Source: an optimization exercise on an open RTL-to-GDS flow (aim: small area, a short achievable clock period and few clock cycles per item). Production flows keep margins and buffers that such runs may drop.
Only simulation tests tie the RTL to the original design; equivalence was not proved.

==> flow/design.v (outline; a module is shown in full before it is edited, if it fits) <==
// module mul_pipe_unit: 1212 lines
// module fa_cell: 10 lines
// module ha_cell: 9 lines
module mul_pipe_unit #(
    parameter int XLEN   = 32,
    parameter int STAGES = 3,
    parameter int TAG_W  = 5
) (
    input  logic              CLK_0,
    input  logic              RST_0,
    input  logic              in_valid,
    output logic              in_ready,
    input  logic [1:0]        in_op,
    input  logic [XLEN-1:0]   in_a,
    input  logic [XLEN-1:0]   in_b,
    input  logic [TAG_W-1:0]  in_tag,
    output logic              out_valid,
    input  logic              out_ready,
    output logic [XLEN-1:0]   out_result,
    output logic [TAG_W-1:0]  out_tag
);
  // ...
==> flow/flow/run.sh <==
#!/bin/bash
# Own layout flow: the standard ORFS flow with the standard synthesis unchanged;
# only the port buffers are plain sky130_fd_sc_hd__buf_1 cells. make's full output
# goes to flow_make.log here; ORFS's per-step logs are under orfs/logs/.
set -euo pipefail
bash standard.sh "BUFFER_PORTS_ARGS=-buffer_cell sky130_fd_sc_hd__buf_1" finish > flow_make.log 2>&1
==> flow/standard.sh <==
#!/bin/bash
# synth_recipe.tcl (not shown) runs the flow's synth.tcl, then flattens the netlist and writes it again
# the make line also repeats each setting of config.mk as NAME=value (left out here)
make -C /OpenROAD-flow-scripts/flow DESIGN_CONFIG=/design/flow/config.mk WORK_HOME=/design/flow/orfs CLKGATE_MAP_FILE= SYNTH_SCRIPT=/design/flow/synth_recipe.tcl "${@:-finish}"
==> flow/config.mk <==
export PLATFORM = sky130hd
export DESIGN_NAME = mul_pipe_unit
export DESIGN_NICKNAME = mul_pipe_unit
export VERILOG_FILES = /design/flow/design.v
export SDC_FILE = /design/flow/constraint.sdc
export NUM_CORES = 4
export LEC_CHECK = 0
export ABC_AREA = 1
export CAP_MARGIN = 20
export CORE_MARGIN = 2
export CORE_UTILIZATION = 40
export SETUP_SLACK_MARGIN = 5
export SLEW_MARGIN = 20
export SYNTH_HIERARCHICAL = 1
==> flow/constraint.sdc <==
create_clock -name core_clock -period 10.0 [get_ports {CLK_0}]
set_input_delay 2.0000 -clock core_clock [delete_from_list [all_inputs] [get_ports {CLK_0}]]
set_output_delay 2.0000 -clock core_clock [all_outputs]
set_load 0.01 [all_outputs]
==> results.txt, run 1 <==
- Proportion of layout cells with a drive suffix above 1: under 10%
- CTS placed an instance of clkbuf_16 at the clock tree root.
* Global placement routability congestion: 0.948
* Final count of hold timing violations: 0
- Post-synthesis share of cell area spent on and, or, nand and nor gates: 9.06%
- Across the whole layout, storage elements make up 16.3% of the cell area.
* WP data required: 10.22 ns
* Adder-cell area share of the yosys netlist: between 30% and 40%
- The critical path runs through a total of 14 cells.
- Data arrives at the worst endpoint at between 5 and 6 ns.
- The number of antenna violations at the first check in global routing is 6.
* Via count of the first global-routing pass: 25300
- Origin of the critical flop-to-flop path: bneg_q[8]
* Setup TNS Final: 0 ns
- Highest layer used for signal routing: met5
- Placed Cells incl. Taps: 4154
- Post-synthesis net count: 3935
- Primary flip-flop cell chosen by synthesis mapping: edfxtp_1
* Run status: finished clean
- Counting instances, the worst hold path has a depth of 0.
* Final Core Density: between 40% and 50%
- Most numerous cell in the Yosys netlist: xor2_1
- Number of multi-input combinational cells in the layout: 2521
* Crit-path leading delay family: adder cells
* Commonest non-fill, non-tap cells in the layout: xor2_1, nand2_1, o22ai_1
- Area of all placed cells without fillers: ~0.033 mm²
- Setup Crit Path Kind: flop to flop
* Main combinational cell family by area after synthesis: adder cells
- At the pin with the least slew margin, the transition time is around 0.86 ns.
* Maxcap violations: 0
* End point of the critical path: lc_q
- The number of different library cells used by synthesis comes to 33.
Testbench counts, summed over its fixed seeds: cycles 3,216, items 3,200.
==> inputs of run 2 (changes only) <==
--- a/flow/design.v
+++ b/flow/design.v
@@ -38,38 +38,39 @@
     assign b_lo  = {b_ext[32:0], 1'b0};
     always_comb begin
         for (int i = 0; i < 17; i++) begin
             one_d[i] = b_ext[2*i] ^ b_lo[2*i];
             two_d[i] = (b_ext[2*i+1] & !b_ext[2*i] & !b_lo[2*i]) | (!b_ext[2*i+1] & b_ext[2*i] & b_lo[2*i]);
             neg_d[i] = b_ext[2*i+1];
         end
     end
-    logic [32:0]      a_q;
-    logic [16:0]      bone_q, btwo_q, bneg_q;
+    logic [32:0]      a_nq;                  
+    logic [16:0]      bone_nq, btwo_nq;      
+    logic [16:0]      bneg_q;
     logic             mul_q1;
     logic [TAG_W-1:0] tag_q1;
     always_ff @(posedge CLK_0) begin
         if (adv) begin
-            a_q    <= a_ext;
-            bone_q <= one_d;
-            btwo_q <= two_d;
+            a_nq    <= ~a_ext;
+            bone_nq <= ~one_d;
+            btwo_nq <= ~two_d;
             bneg_q <= neg_d;
             mul_q1 <= (in_op == 2'b00);
             tag_q1 <= in_tag;
         end
     end
     logic [577:0] pp;
     logic [16:0]  ppn;
-    logic [34:0]  a_sh;
-    assign a_sh = {a_q[32], a_q, 1'b0};    
+    logic [34:0]  an_sh;
+    assign an_sh = {a_nq[32], a_nq, 1'b1};    
     always_comb begin
         for (int i = 0; i < 17; i++) begin
             for (int j = 0; j < 34; j++) begin
-                pp[i*34+j] = ((bone_q[i] & a_sh[j+1]) | (btwo_q[i] & a_sh[j])) ^ bneg_q[i];
+                pp[i*34+j] = !((bone_nq[i] | an_sh[j+1]) & (btwo_nq[i] | an_sh[j])) ^ bneg_q[i];
             end
             ppn[i] = !pp[i*34+33];
         end
     end
     logic k0;
     logic k1;
     logic k2;
     logic k3;
==> flow/flow/run.sh (replaced) <==
#!/bin/bash
# Own layout flow: the standard ORFS flow with the standard synthesis unchanged;
# the port buffers are plain sky130_fd_sc_hd__buf_1 cells. make's full output
# goes to flow_make.log here; ORFS's per-step logs are under orfs/logs/.
set -euo pipefail
bash standard.sh "BUFFER_PORTS_ARGS=-buffer_cell sky130_fd_sc_hd__buf_1"  finish > flow_make.log 2>&1
==> run 2 against run 1 <==
  * Flip-flop and latch count unchanged
  * Cell count fell by 1.8%
  * Utilization shrank 0.62 points
  * Synthesized area up 0.13%
  * Sequential share of layout area up 0.24 points
  * Count of clock-buffer cells in the layout unchanged
  * Non-clock buffer count is 13 lower
  * Design area is 1.4% lower
  * First-iteration DRC count decreased by 3.8%
  * Largest cell class unchanged
  * Highest routed layer unchanged
==> results.txt, run 2 <==
* Shortest clock period the worst path allows after layout: 4.83 ns
- Most numerous cell in the Yosys netlist: xor2_1
- Counting along the longest clock path gives a buffer depth of 2.
- Counting both buffers and inverters, the worst setup path holds a total of 4.
* Total vias in the final route: between 20000 and 25000
- In this design, the largest share of critical-path delay is due to buffers and inverters.
- Nature of the critical path endpoint: output pin
- fa_1 takes more of the synthesized area than any other cell.
- Post-synthesis net count: 3939 (+0.10%)
- The worst hold path begins at tag_q1[3].
- Port buffering added 113 buffers.
* Most numerous cell types in the synthesized netlist: xor2_1, o22ai_1, fa_1
- The die covers roughly 0.08 mm².
- In the final layout, flip-flops and latches occupy 0.00530 mm².
- Clock skew on the completed layout was measured at 0.0203 ns.
- RSZ-0062 raised after global routing: no
- The register with the most flip-flops in the layout has 33 of them.
* Yosys warning total: 7
- In this run the vertical extent of the chip is 280 µm.
- The signal on the critical path passes through buf_1 > nor2_4 > clkinvlp_4 > buf_6 > buf_1.
- Top-area cell type share of the netlist area: a little under a third
* Run status: finished clean
- In this run the worst hold path is classified as flop to flop.
- Count of boundary I/O pins: 114
- The top cell types in the final layout, fill and taps aside, are xor2_1, o22ai_1, fa_1.
- Initial cell density of the core: 40.3%
- OpenSTA, run right after detailed placement, puts the worst setup slack at roughly 5.0 ns.
* Final worst path period share: 48.3%
- The most numerous cell type found on the critical path is buf_1.
* Number of buffers created by CTS: 17
* WP data required: 8.00 ns (-2.22 ns)
- Clock latency (worst-skew pair): 0.51 ns
- Proportion of layout cells with a drive suffix above 1: 4.89% (-0.60 points)
* Cells taking the most area after synthesis: fa_1, edfxtp_1, xor2_1
- Total congestion overflow after global routing: 0
- Most common cell after layout, fill and taps aside: xor2_1
* CTS tree: built
* Final count of hold timing violations: 0 (unchanged)
- Per-instance average area after synthesis: 9.35 µm²
* Final worst-path setup slack: 5.17 ns
- Final Core Density: 42.4% (-0.62 points)
* Mapped Cells: 3260
- Pins over their slew limit: 0
- In this run the cell area of the synthesized design comes to 0.0305 mm².
* FFs w/ async S/R, synth: 0%
- Worst slew slack as a fraction of its limit: 36.9%
- Critical path's largest stage delay: 0.37 ns
- Synthesis inferred 177 register bits.
* Synth-to-Final Area Change: 5.17%
- Largest registers: a_nq (33), x_q (32), y_q (32)
- Initial antenna violation count: 1 (-5)
- The core region is roughly 0.076 mm².
- Via count normalized by instance count: 5.94
- In this run the number of H-tree levels came out at 4.
* Arr. time, crit path: 2.83 ns (-2.25 ns)
- Max Freq: 207 MHz
- In this run the critical register-to-register path is launched from a_nq[12].
- Clock slew at reported path FFs: 0.08 ns
- The critical path in this run is classified as primary input to output pin.
- Primary flip-flop cell chosen by synthesis mapping: edfxtp_1
- Once the clock tree was built, the setup fixing pass inserted 0 buffers.
- DR pass1 iterations: 7
* EDFF count, synth: 175
- The first routing iteration left about 2800 violations.
- The first global-routing pass estimated 159000 µm of wire.
* Slew of the pin with the lowest slew margin: 0.947 ns (+0.0857 ns)
- Sequential cells were found to cover 17.4% of the synthesized design area.
- Once detailed placement completed, the half-perimeter wirelength came to 69400 µm.
- The setup TNS after final layout is 0 ns (unchanged).
- Root buffer cell: clkbuf_16
- Number of nets in the layout: 3817
- The count of distinct cell types in the synthesized netlist came to 33 (unchanged).
* Crit Path Max Fanout: 47
- The number of max-capacitance violations reported came to 0 (unchanged).
- The floorplan has between 100 and 150 rows.
- The die is 280 µm wide.
- Routed wire length: 105000 µm
- The number of global-route vias before repair was 25700 (+1.2%).
- Clock tree synthesis found a total of 177 sinks.
* Worst setup path startpoint: out_ready
- Largest net degree at the start of global routing: 77
- After detailed routing, the number of remaining DRC violations is 0.
- Final routed wire length divided by cell count: 25.5 µm
- Largest Register: a_nq
- The multi-input combinational cells in the finished layout cover a total of 0.0230 mm².
- Setup violations remaining at the end of the flow were counted as 0.
* Global routing usage summed across all routing layers: 27.2%
- The number of antenna diodes in the final layout is 0.
- The final weighted congestion in routability-driven placement is 0.966 (+1.8%).
* Number of fill cells in the layout: ~7400
- The worst setup path is launched from a primary input.
* Slowest CP cell: buf_6
- Once detail routing completed, the nets flagged for antenna violations numbered 0.
[run 2: routing by layer]
metal / global-route usage (%) / part of all wire [%]
met1: 35.0 / 40
met2: 41.3 / 44
met3: 8.61 / 11
met4: 13.4 / 4.7
met5: 0 / 0.0085
[run 2: timing repair]
action                                  4_1_cts  5_1_grt
endpoints found under the hold margin         0        0
resized for setup                             1        0
hold buffers                                  0        0
endpoints found under the setup margin        1        0
[run 2: cell type report]
| type | count | area share [%] |
|---|---|---|
| Multi-Input combinational cell | 2526 | 71.9 |
| Sequential cell | 177 | 16.5 |
| Tap cell | 978 | 3.82 |
| Timing Repair Buffer | 201 | 3.40 |
| Inverter | 215 | 2.53 |
| Clock buffer | 17 | 1.33 |
| Clock inverter | 15 | 0.550 |
[run 2: final timing paths]
kind | end | slack [ns] | cells past startpoint
hold / removal | tag_q2[3] | 0.42 | 0
setup / recovery | in_ready | 5.17 | 5
setup reg to reg | lc_q | 5.19 | 15
hold reg to reg | tag_q2[3] | 0.42 | 0
[run 2: logic make-up (layout without fill, tap and decap cells)]
family	Yosys count	in the layout	share of synthesized area, %
XOR/XNOR	606	606	17.4
AND/OR/NAND/NOR	690	690	9.05
AO/OA/AOI/OAI	626	626	12.5
buffers and inverters	557	448	7.07
adder cells (fa/ha/maj)	604	604	36.6
flip-flops	177	177	17.4
[run 2: per-stage QoR]
step,cells,instance area (µm²),hold WS (ns)
floorplan,3260,30500,0.400
global placement,4097,31500,0.401
detailed placement,4097,31500,0.407
CTS,4129,32100,0.428
global route,4129,32100,0.440
finish,4129,32100,0.424
[run 2: Yosys stat by module, one instance, submodules excluded]
module,flops+latches,cells
mul_pipe_unit,177,2718
fa_cell,0,1
ha_cell,0,1
Testbench counts of run 2, summed over its fixed seeds: cycles 3,216, items 3,200.
==> inputs of run 3 (changes only) <==
--- a/flow/flow/run.sh
+++ b/flow/flow/run.sh
@@ -5,2 +5,2 @@
 set -euo pipefail
-bash standard.sh "BUFFER_PORTS_ARGS=-buffer_cell sky130_fd_sc_hd__buf_1"  finish > flow_make.log 2>&1
+bash standard.sh "BUFFER_PORTS_ARGS=-buffer_cell sky130_fd_sc_hd__buf_1" SETUP_SLACK_MARGIN=5.2 finish > flow_make.log 2>&1
--- a/flow/config.mk
+++ b/flow/config.mk
@@ -11,3 +11,2 @@
 export CORE_UTILIZATION = 40
-export SETUP_SLACK_MARGIN = 5
 export SLEW_MARGIN = 20
==> run 3 against run 2 <==
  * Highest routed layer unchanged
  * Design area increased by 0.38%
  * Still clean
  * Via count about the same
  * Utilization increased by 0.16 points
  * Count of clock-buffer cells in the layout unchanged
  * Clock skew about the same
  * Critical path depth increased by 10
  * Sequential share of layout area decreased by 0.063 points
  * Critical path type is now flop to flop
  * Die area unchanged
  * Wire length increased by 0.22%
  * Setup slack improved by 0.055 ns
==> results.txt, run 3 <==
* Placeable core region: 0.0757 mm² (unchanged)
* Die width: 280 µm (unchanged)
- The fill cell instance count of the final layout is 7387 (+0.027%).
* Buffers & Inverters on Critical Path: 1 (-3)
- Multiplexer share of the synthesized area: 0% (unchanged)
- The post-synthesis register bit count is 177 (unchanged).
* Slew of the pin with the lowest slew margin: 0.942 ns (-0.00420 ns)
- Largest area contributor in the synthesized netlist: fa_1
- Origin of the critical flop-to-flop path: bone_nq[6]
* Launching element type of the critical path: flop
- HPWL after detailed placement: 69400 µm (unchanged)
* Clock slew at reported path FFs: 0.08 ns (about the same)
- The share of the synthesized netlist area taken by xor and xnor gates is 17.4% (unchanged).
- Violation count after the first detailed-routing iteration: 2692 (-4.3%)
* Largest Register: a_nq
- xor2_1 is the most common cell in the netlist.
- The maximum clock frequency came to 209 MHz (+1.2%).
- Worst slew slack as a fraction of its limit: 37.2% (+0.28 points)
- Post-synthesis net count: 3939 (unchanged)
- The number of global-route vias before repair is 25600 (-0.012%).
- Min-delay src: tag_q1[3]
- The number of antenna-violating nets in the routed design is 0 (unchanged).
- Counting instances in the post-synthesis netlist gives the leading cell types as xor2_1, o22ai_1, fa_1.
- Depth of the worst register-to-register path: 15 (unchanged)
* Worst Setup Slack post-DPL: 4.99 ns (unchanged)
- Initial cell density of the core: 40.3% (unchanged)
* Number of flip-flops in the largest register: 33 (unchanged)
* Largest registers: a_nq (33), x_q (32), y_q (32)
- Depth of the CTS H-tree: 4 (unchanged)
- The worst hold path terminates at tag_q2[3].
* Commonest non-fill, non-tap cells in the layout: xor2_1, o22ai_1, fa_1
* Finish-stage setup viols: 0 (unchanged)
- Primary flip-flop cell chosen by synthesis mapping: edfxtp_1
- The pin count of the biggest net entering global routing was 77 (unchanged).
- Initial antenna violation count: 1 (unchanged)
- The total routing resource utilization after global routing is 27.2% (unchanged).
- Placed cell areas: 0.0315 mm² (unchanged)
* Global placement routability congestion: 0.966 (unchanged)
- The count of final hold-check violations is 0 (unchanged).
* Crit Path Max Fanout: 34 (-28%)
- Most common cell after layout, fill and taps aside: xor2_1
- Final Hold Slack: 0.424 ns (+0.000156 ns)
* Class of the tightest hold or removal check: flop to flop
* Pins over their slew limit: 0 (unchanged)
- Setup repair after global routing could not meet its margin everywhere.
* Cells taking the most area after synthesis: fa_1, edfxtp_1, xor2_1
- Count of distinct cell types in the synthesized netlist: 33 (unchanged)
- Crit-path leading delay family: adder cells
- Slowest CP cell: fa_1
- Run status: finished clean
- The number of top-level pins was 114 (unchanged).
* Fraction of the mapped netlist area in compound gates: 12.5% (unchanged)
- Setup TNS Final: 0 ns (unchanged)
- The number of search-and-repair iterations in the first detailed-routing pass was 9 (+2).
* Number of buffers created by CTS: 17 (unchanged)
- The remaining routing DRC violations was 0 (unchanged).
- Clock latency (worst-skew pair): 0.51 ns (about the same)
- The final cell area excluding filler cells was 0.0322 mm² (+0.38%).
* Total vias in the final route: 24500 (+0.049%)
- Netlist area before placement: 0.0305 mm² (unchanged)
- The count of flip-flops with a built-in enable after synthesis was 175 (unchanged).
- Top-area cell type share of the netlist area: 31.5% (unchanged)
* Final worst path period share: 47.8% (-0.55 points)
* Mapped Cells: 3260 (unchanged)
* Synth-to-Final Area Change: 5.57%
* Routed wire length: 106000 µm (+0.22%)
* Nature of the critical path endpoint: flop
* Critical path's largest stage delay: 0.59 ns (+0.22 ns)
* Multi-input logic area: 0.0230 mm² (about the same)
- Setup clock skew after layout: 0.0205 ns (+0.000141 ns)
* Hold path depth: 0 (unchanged)
- The share of the yosys chip area belonging to registers was 17.4% (unchanged).
- Via count normalized by instance count: 5.94 (about the same)
- The placement row count came to 101 (unchanged).
* Worst reg-to-reg setup slack: 5.22 ns (+0.03 ns)
* Total congestion overflow after global routing: 0 (unchanged)
- Number of nets in the layout: 3817 (unchanged)
- Arr. time, crit path: 5.12 ns (+2.29 ns)
- The clock tree buffer depth was 2 (unchanged).
* Die outline area: 0.0784 mm² (unchanged)
- Yosys warning total: 7 (unchanged)
- FFs w/ async S/R, synth: 0% (unchanged)
- The synthesized-area fraction occupied by and/or/nand/nor cells was 9.05% (unchanged).
- The data required time of the worst path was 10.34 ns (+2.34 ns).
- Crit Reg-Reg Endpoint: lc_q
- The share of final-layout standard cells stronger than drive strength 1 came to 4.92% (+0.032 points).
* Setup Crit Path Kind: flop to flop
- The tree is rooted in a clkbuf_16.
- The setup fix buffers added after clock tree synthesis was 0 (unchanged).
* Main combinational cell family by area after synthesis: adder cells
* Per-instance average area after synthesis: 9.35 µm² (unchanged)
- Final worst-path setup slack: 5.22 ns (+0.0550 ns)
- The y dimension of the die came to 280 µm (unchanged).
- Sequential cell area: 0.00530 mm² (unchanged)
* Sink count of the clock tree: 177 (unchanged)
- Ordered list of cells on the worst path: buf_4 > o22ai_1 > xor2_1 > fa_1 > fa_1 > fa_1 > fa_1 > fa_1 > ha_1 > nand2_1 > nor2_1 > nand4_1 > a21oi_1 > nor2_1 > a21oi_1
- The count of input and output buffers is 113 (unchanged).
* CTS tree: built
- Maxcap violations: 0 (unchanged)
* Adder-cell area share of the yosys netlist: 36.6% (unchanged)
- The most numerous cell type found on the critical path is fa_1.
- The detailed-route wire length per cell came to 25.6 µm (+0.19%).
- The global-route wire length before repair was 160000 µm (about the same).
- The time the worst path needs with I/O delays and setup is 4.78 ns (-0.0550 ns).
==> run 3: cell types whose count changed in the layout (fill, tap and decap cells not counted) <==
cell	before	now
buf_6	1	28
buf_4	87	59
diode_2	0	1
o22ai_2	0	1
o22ai_1	511	510
buf_12	0	1
==> run 3: worst max path at each step <==
| stage | from | end | slack (ns) | depth (start not counted) |
|---|---|---|---|---|
| global placement | out_ready | in_ready | 4.98 | 5 |
| global route | bneg_q[4] | lc_q | 5.11 | 14 |
| floorplan | out_ready | in_ready | 3.90 | 2 |
| finish | bone_nq[6] | lc_q | 5.22 | 15 |
| detailed placement | out_ready | in_ready | 4.99 | 5 |
| CTS | out_ready | in_ready | 5.26 | 5 |
==> run 3: per-stage QoR <==
stage / utilization [%] / std cells
5_1_grt: 42.5 / 4129
4_1_cts: 42.4 / 4129
3_3_place_gp: 41.6 / 4097
2_1_floorplan: - / 3260
3_5_place_dp: 41.6 / 4097
6_report: 42.5 / 4130
==> run 3: layout make-up <==
cell class / instances / area share (%)
timing repair buffer: 201 / 3.74
tap: 978 / 3.80
clock inverter: 15 / 0.548
inverter: 215 / 2.52
antenna: 1 / 0.00778
clock buffer: 17 / 1.32
sequential: 177 / 16.5
multi-input combinational: 2526 / 71.6
==> run 3: what timing repair did <==
| item | CTS | global route |
|---|---|---|
| endpoints found under the setup margin | 1 | 15 |
| hold buffers | 0 | 0 |
| cloned | 0 | 0 |
| resized for setup | 3 | 29 |
==> run 3: metal layers <==
layer | GRT usage [%] | part of all wire [%]
met4 | 13.4 | 4.9
met3 | 8.61 | 12
met1 | 35.0 | 39
met2 | 41.3 | 44
met5 | 0 | 0.054
==> run 3: Yosys stat by module, one instance, submodules excluded <==
module / flops+latches / copies in the design / area (µm²) / cells inside
fa_cell: 0 / 480 / 20.0 / 1
ha_cell: 0 / 62 / 12.5 / 1
mul_pipe_unit: 177 / 1 / 20100 / 2718
==> run 3: cell families after synthesis <==
group	after synthesis
buf+inv	557
simple gates	690
compound gates	626
flops	177
fa+ha+maj	604
xor+xnor	606

==> re-timing with driven ports <==
The results above use ideal ports. As a check the final layouts listed here were re-extracted and re-timed, cells and wires unchanged.
Step 1 assumes that a clkbuf_16 drives the clock port and a buf_2 every other input.
Step 2, shift: input delay + t, output delay - t, t = (earliest + latest rising clock arrival at the registers) / 2. This alone moves slack from input paths to output paths.
Slacks: no drivers / after step 1 / after step 2; pairs: no drivers / after step 1.
| run | t, ns | slack for setup (ns) | worst setup path after step 2 |
|---|---|---|---|
| run 1 | 0.556 | 5.143 / 5.143 / 5.143 | register to register |
| run 2 | 0.561 | 5.168 / 5.142 / 5.142 | input to output |
| run 3 | 0.564 | 5.223 / 5.223 / 5.223 | register to register |
After both steps every run listed still meets setup and hold. For run 2, which loses most, drivers alone change the setup slack by -0.026 ns; drivers and shift together by -0.026 ns.
